This is an optimization exercise on Yosys and OpenROAD, whose aim is small area, not a production implementation.
In this exercise RTL edits were held to simulation tests only and were not proved equivalent to the original.
Power and IR drop assume default switching activity. No driver is modelled on the clock port, so clocking that relies on it looks cheaper here than on a real chip.

$ cat flow/run.sh
#!/bin/bash
# Layout flow: the standard flow (standard.sh, with the standard
# synthesis), with two changes to how the layout is made:
#  - the port buffers are the smallest buffer, sky130_fd_sc_hd__buf_1;
#  - clock tree synthesis adds no dummy loads;

# The make output goes to flow_make.log here; each step's own log is under
# orfs/logs/.
set -euo pipefail
bash standard.sh \
    "BUFFER_PORTS_ARGS=-buffer_cell sky130_fd_sc_hd__buf_1" \
    "CTS_ARGS=-sink_clustering_enable -repair_clock_nets -sink_clustering_size 30 -sink_clustering_max_diameter 100 -dont_use_dummy_load" \
    finish > flow_make.log 2>&1
$ cat standard.sh
#!/bin/bash
# synth_recipe.tcl (not shown) runs the flow's synth.tcl, then flattens the netlist and writes it again
# the make line also repeats each setting of config.mk as NAME=value (left out here)
make -C /OpenROAD-flow-scripts/flow DESIGN_CONFIG=/design/flow/config.mk WORK_HOME=/design/flow/orfs CLKGATE_MAP_FILE= SYNTH_SCRIPT=/design/flow/synth_recipe.tcl "${@:-finish}"
$ cat config.mk
export PLATFORM = sky130hd
export DESIGN_NAME = multi_pwm_dbuf
export DESIGN_NICKNAME = multi_pwm_dbuf
export VERILOG_FILES = /design/flow/design.v
export SDC_FILE = /design/flow/constraint.sdc
export NUM_CORES = 4
export LEC_CHECK = 0
export CAP_MARGIN = 5
export CORE_MARGIN = 2
export CORE_UTILIZATION = 70
export CTS_CLUSTER_DIAMETER = 100
export CTS_CLUSTER_SIZE = 30
export GPL_TIMING_DRIVEN = 0
export SLEW_MARGIN = 5
export SYNTH_HIERARCHICAL = 1
export SYNTH_MINIMUM_KEEP_SIZE = 0
$ cat constraint.sdc
create_clock -name core_clock -period 10.0 [get_ports {clk}]
set_input_delay 2.0000 -clock core_clock [delete_from_list [all_inputs] [get_ports {clk}]]
set_output_delay 2.0000 -clock core_clock [all_outputs]
set_load 0.01 [all_outputs]
$ cat design.v
`default_nettype none
package multi_pwm_pkg;
    localparam int NCH_DEFAULT   = 24;
    localparam int WIDTH_DEFAULT = 10;
    function automatic integer ch_idx_width(input integer nch);
        if (nch > 1) ch_idx_width = $clog2(nch);
        else         ch_idx_width = 1;
    endfunction
    typedef logic [WIDTH_DEFAULT-1:0] count_t;
endpackage
`default_nettype wire
`default_nettype none
module pwm_maj (
    input  logic a,
    input  logic b,
    input  logic c,
    output logic y
);
    assign y = (a & b) | (a & c) | (b & c);
endmodule
module pwm_fa (
    input  logic a,
    input  logic b,
    input  logic ci,
    output logic s,
    output logic co
);
    assign s  = a ^ b ^ ci;
    assign co = (a & b) | (a & ci) | (b & ci);
endmodule
module pwm_ha (
    input  logic a,
    input  logic b,
    output logic s,
    output logic co
);
    assign s  = a ^ b;
    assign co = a & b;
endmodule
module pwm_sel (
    input  logic d,
    input  logic en,
    input  logic q,
    input  logic en_n,
    output logic y
);
    assign y = (d & en) | (q & en_n);
endmodule
module pwm_cmp2 (
    input  logic [1:0] a,
    input  logic [1:0] nb,
    input  logic       c,
    output logic       y
);
    logic t;
    assign t = (a[0] & nb[0]) | (a[0] & c) | (nb[0] & c);
    assign y = (a[1] & nb[1]) | (a[1] & t) | (nb[1] & t);
endmodule
module pwm_cmp2s (
    input  logic [1:0] a,
    input  logic [1:0] nb,
    output logic       y
);
    logic t;
    assign t = a[0] & nb[0];
    assign y = (a[1] & nb[1]) | (a[1] & t) | (nb[1] & t);
endmodule
module pwm_gt
#(
    parameter int N = 10
) (
    input  logic [N-1:0] a,
    input  logic [N-1:0] nb,
    output logic         gt
);
    localparam int NP = N / 2;
    logic [NP:1] c;
    pwm_cmp2s u_c0 (.a(a[1:0]), .nb(nb[1:0]), .y(c[1]));
    for (genvar i = 1; i < NP; i++) begin : g_pair
        pwm_cmp2 u_c (.a(a[2*i+1:2*i]), .nb(nb[2*i+1:2*i]), .c(c[i]), .y(c[i+1]));
    end
    if (N % 2) begin : g_odd
        pwm_maj u_maj (.a(a[N-1]), .b(nb[N-1]), .c(c[NP]), .y(gt));
    end else begin : g_even
        assign gt = c[NP];
    end
endmodule
module pwm_chan_cmp
#(
    parameter int WIDTH = multi_pwm_pkg::WIDTH_DEFAULT
) (
    input  logic             clk,
    input  logic             reset_n,
    input  logic             wr_i,        
    input  logic             wr_n_i,      
    input  logic [WIDTH-1:0] wr_ton_i,
    input  logic [WIDTH-1:0] wr_phase_i,
    input  logic             load_i,      
    input  logic             load_n_i,    
    input  logic [WIDTH-1:0] ncnt_i,      
    input  logic [WIDTH:0]   ncntp_i,     
    input  logic             run_i,       
    input  logic             oe_i,
    output logic             pwm_o
);
    logic [WIDTH-1:0] ton_s_q, phase_s_q;
    logic [WIDTH-1:0] ton_a_q, phase_a_q;
    logic [WIDTH-1:0] ton_s_d, phase_s_d, ton_a_d, phase_a_d;
    logic [WIDTH:0]   w_end;
    logic [WIDTH:0]   w_ec;
    logic             w_end_lo_gt;
    logic             w_ph_gt, w_end_gt, w_endp_gt, w_ton_gt, w_raw;
    logic             pwm_q;
    logic written_q;
    logic w_load_ton;
    always_ff @(posedge clk or negedge reset_n) begin
        if (!reset_n) begin
            written_q <= 1'b0;
        end else begin
            written_q <= written_q | wr_i;
        end
    end
    assign w_load_ton = load_i & written_q;
    for (genvar i = 0; i < WIDTH; i++) begin : g_sel
        pwm_sel u_ton_s   (.d(wr_ton_i[i]),   .en(wr_i),       .q(ton_s_q[i]),   .en_n(wr_n_i),   .y(ton_s_d[i]));
        pwm_sel u_phase_s (.d(wr_phase_i[i]), .en(wr_i),       .q(phase_s_q[i]), .en_n(wr_n_i),   .y(phase_s_d[i]));
        pwm_sel u_ton_a   (.d(ton_s_q[i]),    .en(w_load_ton), .q(ton_a_q[i]),   .en_n(load_n_i), .y(ton_a_d[i]));
        pwm_sel u_phase_a (.d(phase_s_q[i]),  .en(load_i),     .q(phase_a_q[i]), .en_n(load_n_i), .y(phase_a_d[i]));
    end
    always_ff @(posedge clk) begin
        ton_s_q   <= ton_s_d;
        phase_s_q <= phase_s_d;
        ton_a_q   <= ton_a_d;
        phase_a_q <= phase_a_d;
    end
    pwm_ha u_ha (.a(phase_a_q[0]), .b(ton_a_q[0]), .s(w_end[0]), .co(w_ec[1]));
    for (genvar i = 1; i < WIDTH; i++) begin : g_add
        pwm_fa u_fa (.a(phase_a_q[i]), .b(ton_a_q[i]), .ci(w_ec[i]), .s(w_end[i]), .co(w_ec[i+1]));
    end
    assign w_end[WIDTH] = w_ec[WIDTH];
    pwm_gt #(.N(WIDTH))   u_ph   (.a(phase_a_q), .nb(ncnt_i),          .gt(w_ph_gt));
    pwm_gt #(.N(WIDTH))   u_end  (.a(w_end[WIDTH-1:0]), .nb(ncnt_i), .gt(w_end_lo_gt));
    assign w_end_gt = w_end[WIDTH] | w_end_lo_gt;
    pwm_gt #(.N(WIDTH+1)) u_endp (.a(w_end),     .nb(ncntp_i),         .gt(w_endp_gt));
    pwm_gt #(.N(WIDTH))   u_ton  (.a(ton_a_q),   .nb(ncnt_i),          .gt(w_ton_gt));
    assign w_raw = (!w_ph_gt && w_end_gt) || (w_endp_gt && w_ton_gt);
    always_ff @(posedge clk or negedge reset_n) begin
        if (!reset_n) begin
            pwm_q <= 1'b0;
        end else begin
            pwm_q <= w_raw & run_i & oe_i;
        end
    end
    assign pwm_o = pwm_q;
endmodule
`default_nettype wire
`default_nettype none
module multi_pwm_dbuf
#(
    parameter int NCH   = multi_pwm_pkg::NCH_DEFAULT,
    parameter int WIDTH = multi_pwm_pkg::WIDTH_DEFAULT
) (
    input  logic                           clk,
    input  logic                           reset_n,
    input  logic                           wr_en,
    input  logic [multi_pwm_pkg::ch_idx_width(NCH)-1:0]   wr_ch,
    input  logic [WIDTH-1:0]               wr_ton,
    input  logic [WIDTH-1:0]               wr_phase,
    input  logic                           period_wr,
    input  logic [WIDTH-1:0]               period_in,
    input  logic                           commit,
    input  logic [NCH-1:0]                 oe,
    output logic [NCH-1:0]                 pwm_out,
    output logic                           period_start,
    output logic                           update_pending,
    output logic                           update_done
);
    localparam int CHW = multi_pwm_pkg::ch_idx_width(NCH);
    logic [WIDTH-1:0] period_a_q, period_a_d;
    logic [WIDTH-1:0] period_s_q, period_s_d;
    logic [WIDTH-1:0] cnt_q;
    logic [WIDTH-1:0] cnt_d;
    logic [WIDTH-1:0] cnt_inc;
    logic [WIDTH:0]   cntp;
    logic [WIDTH:0]   w_ic;
    logic [WIDTH:0]   w_pc;
    logic             pending_q;
    logic             pending_d;
    logic             period_start_q;
    logic             update_done_q;
    logic             w_running;
    logic             w_boundary;
    logic             w_xfer;
    logic             w_clr;
    assign w_ic[0] = 1'b1;
    for (genvar i = 0; i < WIDTH; i++) begin : g_inc
        pwm_ha u_ha (.a(cnt_q[i]), .b(w_ic[i]), .s(cnt_inc[i]), .co(w_ic[i+1]));
    end
    pwm_ha u_pha (.a(cnt_q[0]), .b(period_a_q[0]), .s(cntp[0]), .co(w_pc[1]));
    for (genvar i = 1; i < WIDTH; i++) begin : g_cntp
        pwm_fa u_fa (.a(cnt_q[i]), .b(period_a_q[i]), .ci(w_pc[i]), .s(cntp[i]), .co(w_pc[i+1]));
    end
    assign cntp[WIDTH] = w_pc[WIDTH];
    always_comb begin
        w_running  = (period_a_q != '0);
        w_boundary = w_running && (cnt_inc == period_a_q);
        w_xfer     = pending_q && (w_boundary || !w_running);
        w_clr      = w_boundary || !w_running;
        pending_d  = w_xfer ? 1'b0 : (pending_q | commit);
        cnt_d      = cnt_inc & {WIDTH{!w_clr}};
    end
    for (genvar i = 0; i < WIDTH; i++) begin : g_per
        pwm_sel u_ps (.d(period_in[i]),  .en(period_wr), .q(period_s_q[i]), .en_n(!period_wr), .y(period_s_d[i]));
        pwm_sel u_pa (.d(period_s_q[i]), .en(w_xfer),    .q(period_a_q[i]), .en_n(!w_xfer),    .y(period_a_d[i]));
    end
    always_ff @(posedge clk or negedge reset_n) begin
        if (!reset_n) begin
            period_a_q     <= '0;
            period_s_q     <= '0;
            pending_q      <= 1'b0;
            period_start_q <= 1'b0;
            update_done_q  <= 1'b0;
        end else begin
            period_a_q     <= period_a_d;
            period_s_q     <= period_s_d;
            pending_q      <= pending_d;
            period_start_q <= w_running && (cnt_q == '0);
            update_done_q  <= w_xfer;
        end
    end
    always_ff @(posedge clk) begin
        cnt_q <= cnt_d;
    end
    logic [3:0] w_dec_hi;
    logic [7:0] w_dec_lo;
    always_comb begin
        for (int h = 0; h < 4; h++) w_dec_hi[h] = wr_en && (wr_ch[CHW-1:3] == 2'(h));
        for (int l = 0; l < 8; l++) w_dec_lo[l] = (wr_ch[2:0] == 3'(l));
    end
    generate
        for (genvar c = 0; c < NCH; c++) begin : g_chan
            logic w_wr;
            assign w_wr = w_dec_hi[c / 8] && w_dec_lo[c % 8];
            pwm_chan_cmp #(
                .WIDTH (WIDTH)
            ) u_cmp (
                .clk        (clk),
                .reset_n    (reset_n),
                .wr_i       (w_wr),
                .wr_n_i     (!w_wr),
                .wr_ton_i   (wr_ton),
                .wr_phase_i (wr_phase),
                .load_i     (w_xfer),
                .load_n_i   (!w_xfer),
                .ncnt_i     (~cnt_q),
                .ncntp_i    (~cntp),
                .run_i      (w_running),
                .oe_i       (oe[c]),
                .pwm_o      (pwm_out[c])
            );
        end
    endgenerate
    assign period_start   = period_start_q;
    assign update_pending = pending_q;
    assign update_done    = update_done_q;
endmodule
`default_nettype wire
==> results of run 1 <==
power by group through the flow:
stage                     Combinational (mW)  Clock, mW  Sequential, mW
after detailed placement                8.24          0            6.31
final                                   8.53       1.98            6.26
after CTS                               8.29       1.98            6.24
after global routing                    9.23       2.11            6.41
after global placement                  7.74          0            6.28
after floorplan                         6.08          0            6.07
worst max-delay path, delay by kind of cell, from the launching register on:
kind / cells / cell delay [ns]
AOI/OAI and AO/OA: 3 / 0.57
and+or+nand+nor: 1 / 0.06
DFF: 1 / 0.47
adders and majority gates: 11 / 4.14
buffers and inverters: 2 / 0.81
cells by family (layout without fill, tap and decap cells):
family	after synthesis	count (layout)	synth area share
AO/OA/AOI/OAI	2373	2373	0.356
XOR/XNOR	10	10	0.00192
adder cells (fa/ha/maj)	284	284	0.114
buffers and inverters	50	236	0.00429
flip-flops	1041	1041	0.465
multiplexers	1	1	0.000247
other	1	2	0.0000823
AND/OR/NAND/NOR	637	637	0.0576
modules after synthesis (local to each module, per instance), a selection:
module / times used / area [um^2]
multi_pwm_dbuf: 1 / 1420
pwm_cmp2: 384 / 20.0
pwm_cmp2s: 96 / 15.0
pwm_fa: 225 / 20.0
pwm_ha: 35 / 12.5
pwm_maj: 24 / 11.3
pwm_sel: 980 / 8.76
through the flow:
stage,utilization,cell area (um^2),TNS (ns)
final,0.767,49400,0
after global placement,0.730,47000,-887.80
after global routing,0.767,49400,0
after CTS,0.767,49400,0
after detailed placement,0.751,48400,0
after floorplan,-,45500,0
cell type report:
type,instances,area (um^2)
Fill cell,4374,15000
Sequential cell,1041,21200
Inverter,47,214
Timing Repair Buffer,146,1690
Clock buffer,40,1000
Buffer,3,18.8
Antenna cell,1,2.50
Tap cell,855,1070
Multi-Input combinational cell,3306,24200
synth_stat cells (4+ instances only):
cell / number / area [um^2]
a22o_1: 980 / 8580
a21oi_1: 504 / 2520
o21bai_1: 24 / 180
nor4_1: 5 / 31.3
or2_2: 24 / 150
and2_1: 28 / 175
maj3_2: 24 / 270
nor2_1: 103 / 387
fa_1: 225 / 4500
inv_1: 47 / 176
a31oi_1: 97 / 607
and2_4: 7 / 61.3
xor2_1: 10 / 87.6
nand2_1: 457 / 1720
o22ai_1: 384 / 2400
o21ai_1: 384 / 1920
and3b_1: 4 / 35.0
dfrtp_1: 71 / 1780
dfxtp_1: 970 / 19400
ha_1: 35 / 438
layer usage:
layer | vias to the layer above | share of wire | GRT usage
met5 | - | 0 | 0
met2 | 2210 | 0.45 | 0.636
li1 | 17600 | - | -
met1 | 19400 | 0.39 | 0.552
met3 | 454 | 0.10 | 0.0593
met4 | 0 | 0.052 | 0.189
worst max path at each step:
stage | start | end | cells after the start
finish | period_a_q[0] | g_chan[16].u_cmp.pwm_q | 17
global route | period_a_q[0] | g_chan[15].u_cmp.pwm_q | 17
CTS | period_a_q[0] | g_chan[22].u_cmp.pwm_q | 17
detailed placement | period_a_q[0] | g_chan[15].u_cmp.pwm_q | 17
global placement | cnt_q[0] | g_chan[19].u_cmp.ton_a_q[0] | 16
floorplan | cnt_q[0] | period_a_q[0] | 15
registers in the layout, summed over array words and instances, names as in the netlist:
signal / flops
period_s_q: 10
g_chan.u_cmp.ton_a_q: 240
g_chan.u_cmp.written_q: 24
update_done_q: 1
period_start_q: 1
pending_q: 1
cnt_q: 10
g_chan.u_cmp.ton_s_q: 240
g_chan.u_cmp.phase_s_q: 240
g_chan.u_cmp.phase_a_q: 240
period_a_q: 10
g_chan.u_cmp.pwm_q: 24
==> flow_summary.toml, run 1 <==
[min_path]
min_to = "g_chan[17].u_cmp.written_q"
hold_class = "flop to flop"
min_from = "g_chan[17].u_cmp.written_q"
hold_path_depth = 1

[yosys]
yosys_warnings = 8
synth_area_um2 = 45500
async_reset_ff_frac = 0.0682
synth_edf_count = 0
ys_seq_area_frac = 0.465
synth.distinct_cells = 32
synth_seq_cells = 1041
syn_nets = 4721
synth_ff_type = "dfxtp_1"
synthesis.instances = 4397
syn_avg_cell_area_um2 = 10.4

[grt]
grt_max_degree = 103
grt_remaining_overflow = 0
grt_pass1_wl_um = 212000
antenna_found_initial = 0
track_usage = 0.404
grt_pass1_vias = 37600

[setup_path]
regToRegSetupSlack_ns = 3.80
timing.rr.start = "period_a_q[0]"
endpoint_kind = "flop"
critPathMaxFanout = 28
cp_slowest_cell = "inv_2"
worstPathRequired_ns = 10.51
max_stage_delay_ns = 0.48
reg2reg_depth = 17
path_common_cell = "fa_1"
criticalPathCategory = "flop to flop"
cp_data_arrival_time_ns = 6.71
reg2reg_to = "g_chan[16].u_cmp.pwm_q"
path_cells = "ha_1 -> fa_1 -> fa_1 -> fa_1 -> fa_1 -> fa_1 -> fa_1 -> fa_1 -> fa_1 -> fa_1 -> inv_2 -> buf_12 -> o22ai_1 -> o21ai_1 -> maj3_2 -> nand2_1 -> a21oi_1"
start_kind = "flop"

[run]
drv_cap = 0

[die]
num_rows = 93
coreArea_um2 = 64300
start_util = 0.708
dieArea_um2 = 67100
die_w_um = 259
num_io_pins = 91
die_h_um = 259

[timing]
timing.final.crit_share = 0.620
fin_ws_ns = 3.80
worstMarginPinSlew_ns = 1.22
max_freq_ghz = 0.161
finalMaxSlewViolations = 0
period_minus_slack_ns = 6.20
maxSlewHeadroom = 0.184
final-setup-viol-count = 0
hold_violations = 0
rsz0062_at_grt = "false"
finalClockSkew_ns = 0.0275
fin_hold_ws_ns = 0.466

[run_status]
outcome = "timing/DRC/antenna clean"

[clock_network]
clk_latency_ns = 0.63
cts_inserted_buffers = 40
clock_path_buffers = 3
cts_resized = 0
cts_hold_buf = 0
clkTransAtPathRegs_ns = 0.11
clkSinkCount = 1041
htreeDepth = 2
root_buffer = "clkbuf_16"
cts_tree = "yes"
post_cts_buffers = 0

[final_layout]
layout.nets = 4909
syn2layout_area_growth_pct = 8.36
final_common_cell = "a22o_1"
layout_common_cells = "a22o_1 (980), dfxtp_1 (970), a21oi_1 (504)"
instances_no_fill = 5439
drive_above_1_share = 0.0434

[place]
dpl_worst_slack_ns = 3.97
gp_congestion = 0.821
place_inst = 5398
place_hpwl_um = 88500
port_buffers = 90

[pwr]
power.total_mw = 16.8
switching_power_mw = 7.26
pwr-share-seq = 0.373
irDropWorstVdd_mv = 0.324
combinationalPowerShare = 0.509
power.switching_fraction = 0.433
internal_power_mw = 9.52
p_leak_nw = 21.1
pwr-share-clk = 0.118
cellPowerDensity_nw_per_um2 = 340

[drt]
antenna_left = 0
drt-vias-per-instance = 7.30
dr.pass1.iters = 7
vias = 39700
wire_per_inst_um = 25.7
routed_wl_um = 140000
drc_errors = 0
drtIter0Drc = 4566
==> run 2, diff against run 1 <==
--- a/design.v
+++ b/design.v
@@ -113,5 +113,5 @@
     logic             pwm_q;
     logic written_q;
-    logic w_load_ton;
+    logic w_load;
     always_ff @(posedge clk or negedge reset_n) begin
         if (!reset_n) begin
@@ -121,10 +121,10 @@
         end
     end
-    assign w_load_ton = load_i & written_q;
+    assign w_load = load_i & written_q;
     for (genvar i = 0; i < WIDTH; i++) begin : g_sel
         pwm_sel u_ton_s   (.d(wr_ton_i[i]),   .en(wr_i),       .q(ton_s_q[i]),   .en_n(wr_n_i),   .y(ton_s_d[i]));
         pwm_sel u_phase_s (.d(wr_phase_i[i]), .en(wr_i),       .q(phase_s_q[i]), .en_n(wr_n_i),   .y(phase_s_d[i]));
-        pwm_sel u_ton_a   (.d(ton_s_q[i]),    .en(w_load_ton), .q(ton_a_q[i]),   .en_n(load_n_i), .y(ton_a_d[i]));
-        pwm_sel u_phase_a (.d(phase_s_q[i]),  .en(load_i),     .q(phase_a_q[i]), .en_n(load_n_i), .y(phase_a_d[i]));
+        pwm_sel u_ton_a   (.d(ton_s_q[i]),    .en(w_load)    , .q(ton_a_q[i]),   .en_n(load_n_i), .y(ton_a_d[i]));
+        pwm_sel u_phase_a (.d(phase_s_q[i]),  .en(w_load),     .q(phase_a_q[i]), .en_n(load_n_i), .y(phase_a_d[i]));
     end
     always_ff @(posedge clk) begin
--- a/config.mk
+++ b/config.mk
@@ -6,11 +6,11 @@
 export NUM_CORES = 4
 export LEC_CHECK = 0
-export CAP_MARGIN = 5
+export CAP_MARGIN = 20
 export CORE_MARGIN = 2
 export CORE_UTILIZATION = 70
 export CTS_CLUSTER_DIAMETER = 100
 export CTS_CLUSTER_SIZE = 30
-export GPL_TIMING_DRIVEN = 0
-export SLEW_MARGIN = 5
+export PLACE_DENSITY = 0.85
+export SLEW_MARGIN = 20
 export SYNTH_HIERARCHICAL = 1
 export SYNTH_MINIMUM_KEEP_SIZE = 0
==> run 2 against run 1 <==
  * Total power is 2.2% lower
  * Register-to-register slack gained 0.06 ns
  * Via count is 1.3% lower
  * Combinational power is 4.2% lower
  * Cell count shrank 0.20%
  * Global-route usage fell by 1.1 points
  * Count of clock-buffer cells in the layout did not move
  * Clock skew about the same
  * Critical path depth unchanged
  * Sequential share of layout area up 0.89 points
  * Sequential power is essentially flat
  * Critical endpoint is now g_chan[19].u_cmp.pwm_q
  * Highest routed layer unchanged
==> flow_summary.toml, run 2 <==
[yosys]
synthAdderAreaFrac = 0.114
synth_edf_count = 0
synth_compound_area_frac = 0.356
synth_seq_cells = 1041
ys_seq_area_frac = 0.465
synth.distinct_cells = 32
synth_top_family_by_area = "compound AO/OA/AOI/OAI gates"
yosys_warnings = 8
synthTopCellsByArea = "dfxtp_1 (43%), a22o_1 (19%), fa_1 (9.9%)"
synthesis.instances = 4397
synth-xor-area-share = 0.00192
synth_area_um2 = 45500
synthMuxAreaShare = 0.000247
synth_top_cell_by_area = "dfxtp_1"
synth_ff_type = "dfxtp_1"
synth-simple-area-share = 0.0576
syn_nets = 4721
synthMostInstantiatedCell = "a22o_1"
syn_avg_cell_area_um2 = 10.4
synth_commonest_cells = "a22o_1 (980), dfxtp_1 (970), a21oi_1 (504)"
synth_top_area_frac = 0.426
async_reset_ff_frac = 0.0682

[drt]
drc_errors = 0
dr.pass1.iters = 6
routed_wl_um = 135000
drt-vias-per-instance = 7.22
wire_per_inst_um = 24.8
antenna_left = 0
vias = 39200
drtIter0Drc = 4252

[final_layout]
syn2layout_area_growth_pct = 6.17
multi_input_area_um2 = 24200
final_common_cell = "a22o_1"
instances_no_fill = 5428
layout_common_cells = "a22o_1 (980), dfxtp_1 (970), a21oi_1 (504)"
final_core_util = 0.751
layout.nets = 4896
final-seq-area_um2 = 21200
fillerInstances = 4483
drive_above_1_share = 0.0407

[clock_network]
clkSinkCount = 1041
post_cts_buffers = 0
cts_inserted_buffers = 40
cts_resized = 0
clkTransAtPathRegs_ns = 0.11
cts_hold_buf = 0
clk_latency_ns = 0.63
cts_tree = "yes"
clock_path_buffers = 3
htreeDepth = 2
root_buffer = "clkbuf_16"

[grt]
antenna_found_initial = 0
grt_remaining_overflow = 0
grt_pass1_vias = 37200
track_usage = 0.393
grt_max_degree = 166
grt_pass1_wl_um = 208000

[timing]
fin_tns_setup_ns = 0
timing.final.crit_share = 0.614
period_minus_slack_ns = 6.14
hold_violations = 0
rsz0062_at_grt = "false"
final-setup-viol-count = 0
maxSlewHeadroom = 0.167
finalClockSkew_ns = 0.0277
worstMarginPinSlew_ns = 1.25
max_freq_ghz = 0.163
fin_ws_ns = 3.86
finalMaxSlewViolations = 0

[place]
dpl_worst_slack_ns = 4.03
gp_congestion = 0.845
place_hpwl_um = 74900
place_inst = 5385
port_buffers = 90

[setup_path]
crit_buf_inv = 2
path_common_cell = "fa_1"
cp-startpoint = "period_a_q[0]"
max_stage_delay_ns = 0.60
cp_slowest_cell = "buf_4"
endpoint = "g_chan[19].u_cmp.pwm_q"
path_delay_family = "adder cells"
start_kind = "flop"
timing.rr.start = "period_a_q[0]"
regToRegSetupSlack_ns = 3.86
reg2reg_to = "g_chan[19].u_cmp.pwm_q"
endpoint_kind = "flop"
cp.depth = 17
reg2reg_depth = 17
cp_data_arrival_time_ns = 6.69
criticalPathCategory = "flop to flop"
worstPathRequired_ns = 10.55
path_cells = "ha_1 -> fa_1 -> fa_1 -> fa_1 -> fa_1 -> fa_1 -> fa_1 -> fa_1 -> fa_1 -> fa_1 -> inv_2 -> buf_4 -> o22ai_1 -> o21ai_1 -> maj3_2 -> nand2_1 -> a21oi_1"
critPathMaxFanout = 33

[run_status]
outcome = "timing/DRC/antenna clean"

[die]
num_rows = 93
num_io_pins = 91
start_util = 0.708
die_w_um = 259
dieArea_um2 = 67100
coreArea_um2 = 64300
die_h_um = 259

[pwr]
power.total_mw = 16.4
irDropWorstVdd_mv = 0.523
p_leak_nw = 20.5
cellPowerDensity_nw_per_um2 = 339

[min_path]
hold_class = "flop to flop"
min_from = "g_chan[14].u_cmp.written_q"

[run]
drv_cap = 0
## run 2: cell count changes in the layout (fill, tap and decap cells not counted), sizes merged
cell    before  now
buf        147  115
diode        1    3
clkbuf      42   61
inv         47   40
clkinv       0    7
## run 2: layer usage
metal / GRT usage / part of all wire / vias to the layer above / routed length, um
li1: - / - / 17600 / -
met1: 0.524 / 0.40 / 19100 / 53600
met2: 0.612 / 0.44 / 2093 / 59700
met3: 0.0778 / 0.11 / 416 / 14400
met4: 0.199 / 0.053 / 0 / 7190
met5: 0 / 0 / - / 0
## run 2: layout make-up
cell class / count / share of cell area
inverters: 47 / 0.00404
flip-flops and latches: 1041 / 0.438
repair buffers: 136 / 0.0150
well taps: 855 / 0.0221
clock buffers: 40 / 0.0207
diodes: 3 / 0.000155
multi-input cells: 3306 / 0.500
## run 2: metrics by stage
stage	area, um^2	hold slack [ns]
floorplan	45500	0.427
global placement	47300	0.437
detailed placement	47300	0.440
CTS	48300	0.466
global route	48300	0.472
finish	48400	0.464
## run 2: worst reg2reg max path, delay by kind of cell, from the launching register on
kind	cells	cell delay, ns
compound gates	3	0.54
fa+ha+maj	11	4.07
buf+inv	2	0.99
flops	1	0.43
simple gates	1	0.06
## run 2: cell families after synthesis
logic type                 Yosys count
adders and majority gates          284
buffers and inverters               50
AOI/OAI and AO/OA                 2373
other                                1
and+or+nand+nor                    637
xor gates and xnor gates            10
muxes                                1
DFF                               1041
## run 2: Yosys stat by module (local to each module, per instance), a selection
| module | flip-flops and latches | times used | cell area (um^2) |
|---|---|---|---|
| multi_pwm_dbuf | 33 | 1 | 1420 |
| pwm_cmp2 | 0 | 384 | 20.0 |
| pwm_fa | 0 | 225 | 20.0 |
| pwm_cmp2s | 0 | 96 | 15.0 |
| pwm_ha | 0 | 35 | 12.5 |
| pwm_maj | 0 | 24 | 11.3 |
| pwm_sel | 0 | 980 | 8.76 |
## run 2: worst min path at each step
stage,endpoint,cells after the start,slack [ns]
6_report,g_chan[14].u_cmp.written_q,1,0.46
5_1_grt,g_chan[21].u_cmp.written_q,1,0.47
4_1_cts,g_chan[14].u_cmp.written_q,1,0.47
3_5_place_dp,g_chan[21].u_cmp.written_q,1,0.44
3_3_place_gp,g_chan[16].u_cmp.written_q,1,0.44
2_1_floorplan,g_chan[0].u_cmp.written_q,1,0.43
## run 2: power by group
group	total (mW)	switching, mW	internal [mW]
registers	6.27	1.06	5.21
logic	8.17	4.79	3.38
clock network	1.96	1.23	0.727
total	16.4	7.08	9.32
==> run 3, diff against run 2 <==
--- a/config.mk
+++ b/config.mk
@@ -11,5 +11,4 @@
 export CTS_CLUSTER_DIAMETER = 100
 export CTS_CLUSTER_SIZE = 30
-export PLACE_DENSITY = 0.85
 export SLEW_MARGIN = 20
 export SYNTH_HIERARCHICAL = 1
==> run 3 against run 2 <==
  * Routed wire length increased by 0.94%
  * Die area unchanged
  * Sequential share of layout area about the same
  * Maximum frequency decreased by 0.53%
  * Count of clock-buffer cells in the layout unchanged
  * Worst hold slack improved by 0.0010 ns
  * Synthesized cell count unchanged
==> flow_summary.toml, run 3 <==
[yosys]
synthesis.instances = 4397
synth_commonest_cells = "a22o_1 (980), dfxtp_1 (970), a21oi_1 (504)"
synth.distinct_cells = 32
ys_seq_area_frac = 0.465
async_reset_ff_frac = 0.0682
synthMostInstantiatedCell = "a22o_1"
yosys_warnings = 8
synth_seq_cells = 1041
synth_top_cell_by_area = "dfxtp_1"
synth_area_um2 = 45500
synth_ff_type = "dfxtp_1"
syn_avg_cell_area_um2 = 10.4
synth_top_area_frac = 0.426
synthTopCellsByArea = "dfxtp_1 (43%), a22o_1 (19%), fa_1 (9.9%)"
syn_nets = 4721
synth_edf_count = 0

[die]
dieArea_um2 = 67100
die_h_um = 259
coreArea_um2 = 64300
die_w_um = 259
num_io_pins = 91
num_rows = 93
start_util = 0.708

[final_layout]
layout_common_cells = "a22o_1 (980), dfxtp_1 (970), a21oi_1 (504)"
final_core_util = 0.752
instances_no_fill = 5429
drive_above_1_share = 0.0411
layout.nets = 4896
syn2layout_area_growth_pct = 6.23
final_common_cell = "a22o_1"
design_area_um2 = 48400

[timing]
finalClockSkew_ns = 0.0213
finalMaxSlewViolations = 0
maxSlewHeadroom = 0.158
period_minus_slack_ns = 6.17
rsz0062_at_grt = "false"
fin_hold_ws_ns = 0.465
max_freq_ghz = 0.162
fin_ws_ns = 3.83
hold_violations = 0
worstMarginPinSlew_ns = 1.26
final-setup-viol-count = 0
fin_tns_setup_ns = 0
timing.final.crit_share = 0.617

[setup_path]
endpoint_kind = "flop"
max_stage_delay_ns = 0.55
crit_buf_inv = 2
start_kind = "flop"
path_delay_family = "adder cells"
criticalPathCategory = "flop to flop"
path_cells = "ha_1 -> fa_1 -> fa_1 -> fa_1 -> fa_1 -> fa_1 -> fa_1 -> fa_1 -> fa_1 -> fa_1 -> inv_2 -> buf_4 -> o22ai_1 -> o21ai_1 -> maj3_2 -> nand2_1 -> a21oi_1"
critPathMaxFanout = 25
cp_slowest_cell = "inv_2"
worstPathRequired_ns = 10.54
cp_data_arrival_time_ns = 6.71
path_common_cell = "fa_1"

[grt]
grt_remaining_overflow = 0
track_usage = 0.393
grt_max_degree = 162
grt_pass1_vias = 35800
grt_pass1_wl_um = 206000
antenna_found_initial = 3

[place]
place_hpwl_um = 75000
port_buffers = 90
place_inst = 5384
dpl_worst_slack_ns = 3.91
placed_area_um2 = 47300
gp_congestion = 0.868

[drt]
dr.pass1.iters = 9
wl_met1_um = 55200
routed_wl_um = 136000
antenna_left = 0
drtIter0Drc = 4796
highest_layer = "met5"
vias = 39300
drt-vias-per-instance = 7.24
met2_length_um = 58400
wire_per_inst_um = 25.1
met3_length_um = 16100
drc_errors = 0

[clock_network]
htreeDepth = 2
clkSinkCount = 1041
root_buffer = "clkbuf_16"
clk_latency_ns = 0.62
clkTransAtPathRegs_ns = 0.11
cts_tree = "yes"
cts_inserted_buffers = 40
cts_resized = 0
clock_path_buffers = 3
cts_hold_buf = 0
post_cts_buffers = 0

[run_status]
outcome = "timing/DRC/antenna clean"

[run]
drv_cap = 0

[pwr]
irDropWorstVdd_mv = 0.417
power.total_mw = 16.4
cellPowerDensity_nw_per_um2 = 339
p_leak_nw = 20.6

[min_path]
hold_class = "flop to flop"
-- run 3: cell counts after synthesis --
No cell type changed its count.
-- run 3: worst reg2reg max path: stages, from the launching register on --
cell and delay [ns]:
dfrtp_1 0.44, ha_1 0.21, fa_1 0.38, fa_1 0.40
fa_1 0.40, fa_1 0.39, fa_1 0.40, fa_1 0.39
fa_1 0.39, fa_1 0.46, fa_1 0.46, inv_2 0.55
buf_4 0.52, o22ai_1 0.18, o21ai_1 0.16, maj3_2 0.21
nand2_1 0.05, a21oi_1 0.12
-- run 3: Yosys stat by module (local to each module, per instance), excerpt --
module | times used | cells
pwm_sel | 980 | 1
pwm_cmp2s | 96 | 3
pwm_ha | 35 | 1
pwm_cmp2 | 384 | 4
pwm_maj | 24 | 1
multi_pwm_dbuf | 1 | 157
pwm_fa | 225 | 1
-- run 3: per-layer routing --
| layer | vias to the layer above | global-route usage |
|---|---|---|
| li1 | 17600 | - |
| met1 | 19300 | 0.564 |
| met4 | 4 | 0.170 |
| met2 | 2123 | 0.592 |
| met5 | - | 0 |
| met3 | 351 | 0.0619 |
-- run 3: report_power, final --
group	total [mW]	switching [mW]	leakage, nW	internal [mW]
Sequential	6.27	1.07	8.87	5.21
Combinational	8.15	4.77	11.2	3.38
Clock	1.97	1.25	0.493	0.727
-- run 3: cell type report --
class,instances,area (um^2)
multi-input cells,3306,24200
flip-flops and latches,1041,21200
fillers,4572,16000
well taps,855,1070
clock buffers,40,1000
repair buffers,136,744
inverters,47,195
diodes,4,10.0
-- run 3: kinds of logic (layout without fill, tap and decap cells) --
logic type | count (synthesis) | in the layout | synth area share
other | 1 | 5 | 0.0000823
xor gates and xnor gates | 10 | 10 | 0.00192
buffers and inverters | 50 | 223 | 0.00429
DFF | 1041 | 1041 | 0.465
and+or+nand+nor | 637 | 637 | 0.0576
AOI/OAI and AO/OA | 2373 | 2373 | 0.356
adders and majority gates | 284 | 284 | 0.114
muxes | 1 | 1 | 0.000247
-- run 3: worst paths after layout --
| kind | endpoint | cells past startpoint | start | slack [ns] |
|---|---|---|---|---|
| setup / recovery | g_chan[23].u_cmp.pwm_q | 17 | period_a_q[0] | 3.83 |
| hold / removal | g_chan[19].u_cmp.written_q | 1 | g_chan[19].u_cmp.written_q | 0.46 |
| setup reg to reg | g_chan[23].u_cmp.pwm_q | 17 | period_a_q[0] | 3.83 |
| hold reg to reg | g_chan[19].u_cmp.written_q | 1 | g_chan[19].u_cmp.written_q | 0.46 |
| max in group asynchronous | g_chan[2].u_cmp.pwm_q | 2 | reset_n | 7.27 |
| min in group asynchronous | period_s_q[7] | 1 | reset_n | 1.36 |
==> run 4, diff against run 3 <==
--- a/config.mk
+++ b/config.mk
@@ -6,10 +6,10 @@
 export NUM_CORES = 4
 export LEC_CHECK = 0
-export CAP_MARGIN = 20
+export CAP_MARGIN = 0
 export CORE_MARGIN = 2
 export CORE_UTILIZATION = 70
 export CTS_CLUSTER_DIAMETER = 100
 export CTS_CLUSTER_SIZE = 30
-export SLEW_MARGIN = 20
+export SLEW_MARGIN = 0
 export SYNTH_HIERARCHICAL = 1
 export SYNTH_MINIMUM_KEEP_SIZE = 0
==> run 4 against run 3 <==
  * Via count about the same
  * Non-clock buffer count down 1
  * Sequential power about the same
  * Utilization down 0.050 points
  * Routed wire length about the same
  * Still clean
  * Register-to-register slack worse by 0.02 ns
==> flow_summary.toml, run 4 <==
[run_status]
outcome = "timing/DRC/antenna clean"

[yosys]
synth_seq_cells = 1041
synth_ff_type = "dfxtp_1"
synth_top_cell_by_area = "dfxtp_1"
syn_nets = 4721
synth_commonest_cells = "a22o_1 (980), dfxtp_1 (970), a21oi_1 (504)"
synth.distinct_cells = 32
syn_avg_cell_area_um2 = 10.4
synth_area_um2 = 45500
synth_edf_count = 0
ys_seq_area_frac = 0.465
synthMostInstantiatedCell = "a22o_1"
async_reset_ff_frac = 0.0682
synthTopCellsByArea = "dfxtp_1 (43%), a22o_1 (19%), fa_1 (9.9%)"
synth_top_area_frac = 0.426
yosys_warnings = 8
synthesis.instances = 4397

[timing]
worstMarginPinSlew_ns = 1.28
fin_tns_setup_ns = 0
period_minus_slack_ns = 6.20
hold_violations = 0
maxSlewHeadroom = 0.145
finalMaxSlewViolations = 0
max_freq_ghz = 0.161
final-setup-viol-count = 0
finalClockSkew_ns = 0.0208
timing.final.crit_share = 0.620
rsz0062_at_grt = "false"

[setup_path]
path_common_cell = "fa_1"
cp_data_arrival_time_ns = 6.73
endpoint_kind = "flop"
start_kind = "flop"
max_stage_delay_ns = 0.56
path_delay_family = "adder cells"
cp_slowest_cell = "inv_2"
worstPathRequired_ns = 10.54
critPathMaxFanout = 25
path_cells = "ha_1 -> fa_1 -> fa_1 -> fa_1 -> fa_1 -> fa_1 -> fa_1 -> fa_1 -> fa_1 -> fa_1 -> inv_2 -> buf_4 -> o22ai_1 -> o21ai_1 -> maj3_2 -> nand2_1 -> a21oi_1"
criticalPathCategory = "flop to flop"
crit_buf_inv = 2

[pwr]
power.total_mw = 16.4
cellPowerDensity_nw_per_um2 = 339
irDropWorstVdd_mv = 0.417
p_leak_nw = 20.5

[grt]
grt_pass1_vias = 35800
grt_max_degree = 162
track_usage = 0.393
grt_pass1_wl_um = 206000
grt_remaining_overflow = 0
antenna_found_initial = 3

[place]
placed_area_um2 = 47300
gp_congestion = 0.868
port_buffers = 90
place_hpwl_um = 75000

[drt]
drtIter0Drc = 4757
wire_per_inst_um = 25.1
drt-vias-per-instance = 7.25
drc_errors = 0
dr.pass1.iters = 6
routed_wl_um = 136000
antenna_left = 0
vias = 39400

[die]
num_io_pins = 91
coreArea_um2 = 64300
dieArea_um2 = 67100
die_w_um = 259
die_h_um = 259
num_rows = 93
start_util = 0.708

[final_layout]
layout.nets = 4895
fillerInstances = 4579
final_common_cell = "a22o_1"
design_area_um2 = 48400
drive_above_1_share = 0.0407
multi_input_area_um2 = 24200
final-seq-area_um2 = 21200
layout_common_cells = "a22o_1 (980), dfxtp_1 (970), a21oi_1 (504)"
syn2layout_area_growth_pct = 6.16
final_core_util = 0.751

[clock_network]
clk_latency_ns = 0.62
clock_path_buffers = 3
htreeDepth = 2
clkSinkCount = 1041
cts_hold_buf = 0
clkTransAtPathRegs_ns = 0.11
cts_inserted_buffers = 40
post_cts_buffers = 0
cts_tree = "yes"
cts_resized = 0
root_buffer = "clkbuf_16"

[run]
drv_cap = 0

[min_path]
hold_class = "flop to flop"
==> run 4: worst reg2reg max path, delay by kind of cell (launching register included) <==
family                   cells  cell delay [ns]
adder cells (fa/ha/maj)     11             4.10
buffers and inverters        2             1.08
AO/OA/AOI/OAI                3             0.47
flip-flops                   1             0.44
AND/OR/NAND/NOR              1             0.05
==> run 4: routing by layer <==
metal  wire (um)  GRT usage  vias to the layer above
met5          31          0                        -
met4        6670      0.170                        4
met3       15400     0.0619                      375
met2       58300      0.592                     2054
met1       55600      0.564                    19400
li1            -          -                    17600
==> run 4: logic make-up after synthesis <==
group / share of synthesized area
other: 0.0000823
AND/OR/NAND/NOR: 0.0576
multiplexers: 0.000247
flip-flops: 0.465
AO/OA/AOI/OAI: 0.356
buffers and inverters: 0.00429
adder cells (fa/ha/maj): 0.114
XOR/XNOR: 0.00192
==> run 4: through the flow <==
stage | worst slack, ns | hold WS (ns) | instances
after CTS | 3.90 | 0.467 | 5424
final | 3.80 | 0.464 | 5428
after floorplan | 2.23 | 0.427 | 4397
after global routing | 3.65 | 0.475 | 5424
after global placement | 4.10 | 0.437 | 5384
after detailed placement | 3.91 | 0.441 | 5384
==> run 4: layout make-up <==
| cell class | instances | share of cell area |
|---|---|---|
| timing repair buffer | 135 | 0.0148 |
| multi-input combinational | 3306 | 0.500 |
| antenna | 4 | 0.000207 |
| inverter | 47 | 0.00404 |
| sequential | 1041 | 0.438 |
| clock buffer | 40 | 0.0207 |
| tap | 855 | 0.0221 |
==> run 4: worst paths after layout <==
path                                       startpoint                          to  slack (ns)  depth (start not counted)
max                                     period_a_q[0]      g_chan[23].u_cmp.pwm_q        3.80                         17
min                        g_chan[19].u_cmp.written_q  g_chan[19].u_cmp.written_q        0.46                          1
max reg2reg                             period_a_q[0]      g_chan[23].u_cmp.pwm_q        3.80                         17
min reg2reg                g_chan[19].u_cmp.written_q  g_chan[19].u_cmp.written_q        0.46                          1
max in group asynchronous                     reset_n       g_chan[0].u_cmp.pwm_q        7.25                          2
min in group asynchronous                     reset_n               period_s_q[7]        1.36                          1
==> run 4: power breakdown <==
group,switching (mW),internal (mW)
sequential,1.07,5.21
clock,1.24,0.727
combinational,4.76,3.37
total,7.06,9.31
==> run 4: Yosys stat by module (local to each module, per instance), a selection <==
| module | cell area (um^2) | cells inside | times used |
|---|---|---|---|
| pwm_ha | 12.5 | 1 | 35 |
| pwm_maj | 11.3 | 1 | 24 |
| pwm_cmp2s | 15.0 | 3 | 96 |
| pwm_sel | 8.76 | 1 | 980 |
| pwm_fa | 20.0 | 1 | 225 |
| multi_pwm_dbuf | 1420 | 157 | 1 |
| pwm_cmp2 | 20.0 | 4 | 384 |

afterwards: timing with drivers on the ports:
In the flow no input, the clock included, has a driving cell. The finished layouts below were timed again as built, in two steps.
Step 1, drivers: a clkbuf_16 drives clk and a buf_2 each remaining input, both assumed.
Step 2 adds t to the input delays and takes it off the output delays; t is the mean of the earliest and latest rising clock arrival at the registers after step 1. Input paths then give back, and output paths get back, about the clock's delay inside the block.
Three values: ideal, step 1, step 2; two values: the first two.
| run | shift t [ns] | setup WS [ns] | worst data-port slew with drivers (ns) | cell pins on the clock port's net |
|---|---|---|---|---|
| run 1 | 0.682 | 3.799 / 3.799 / 3.799 | 0.10 | 1 |
| run 2 | 0.678 | 3.862 / 3.862 / 3.862 | 0.09 | 1 |
| run 3 | 0.684 | 3.829 / 3.829 / 3.829 | 0.09 | 1 |
| run 4 | 0.685 | 3.805 / 3.805 / 3.805 | 0.10 | 1 |
After both steps every run listed still meets setup and hold.
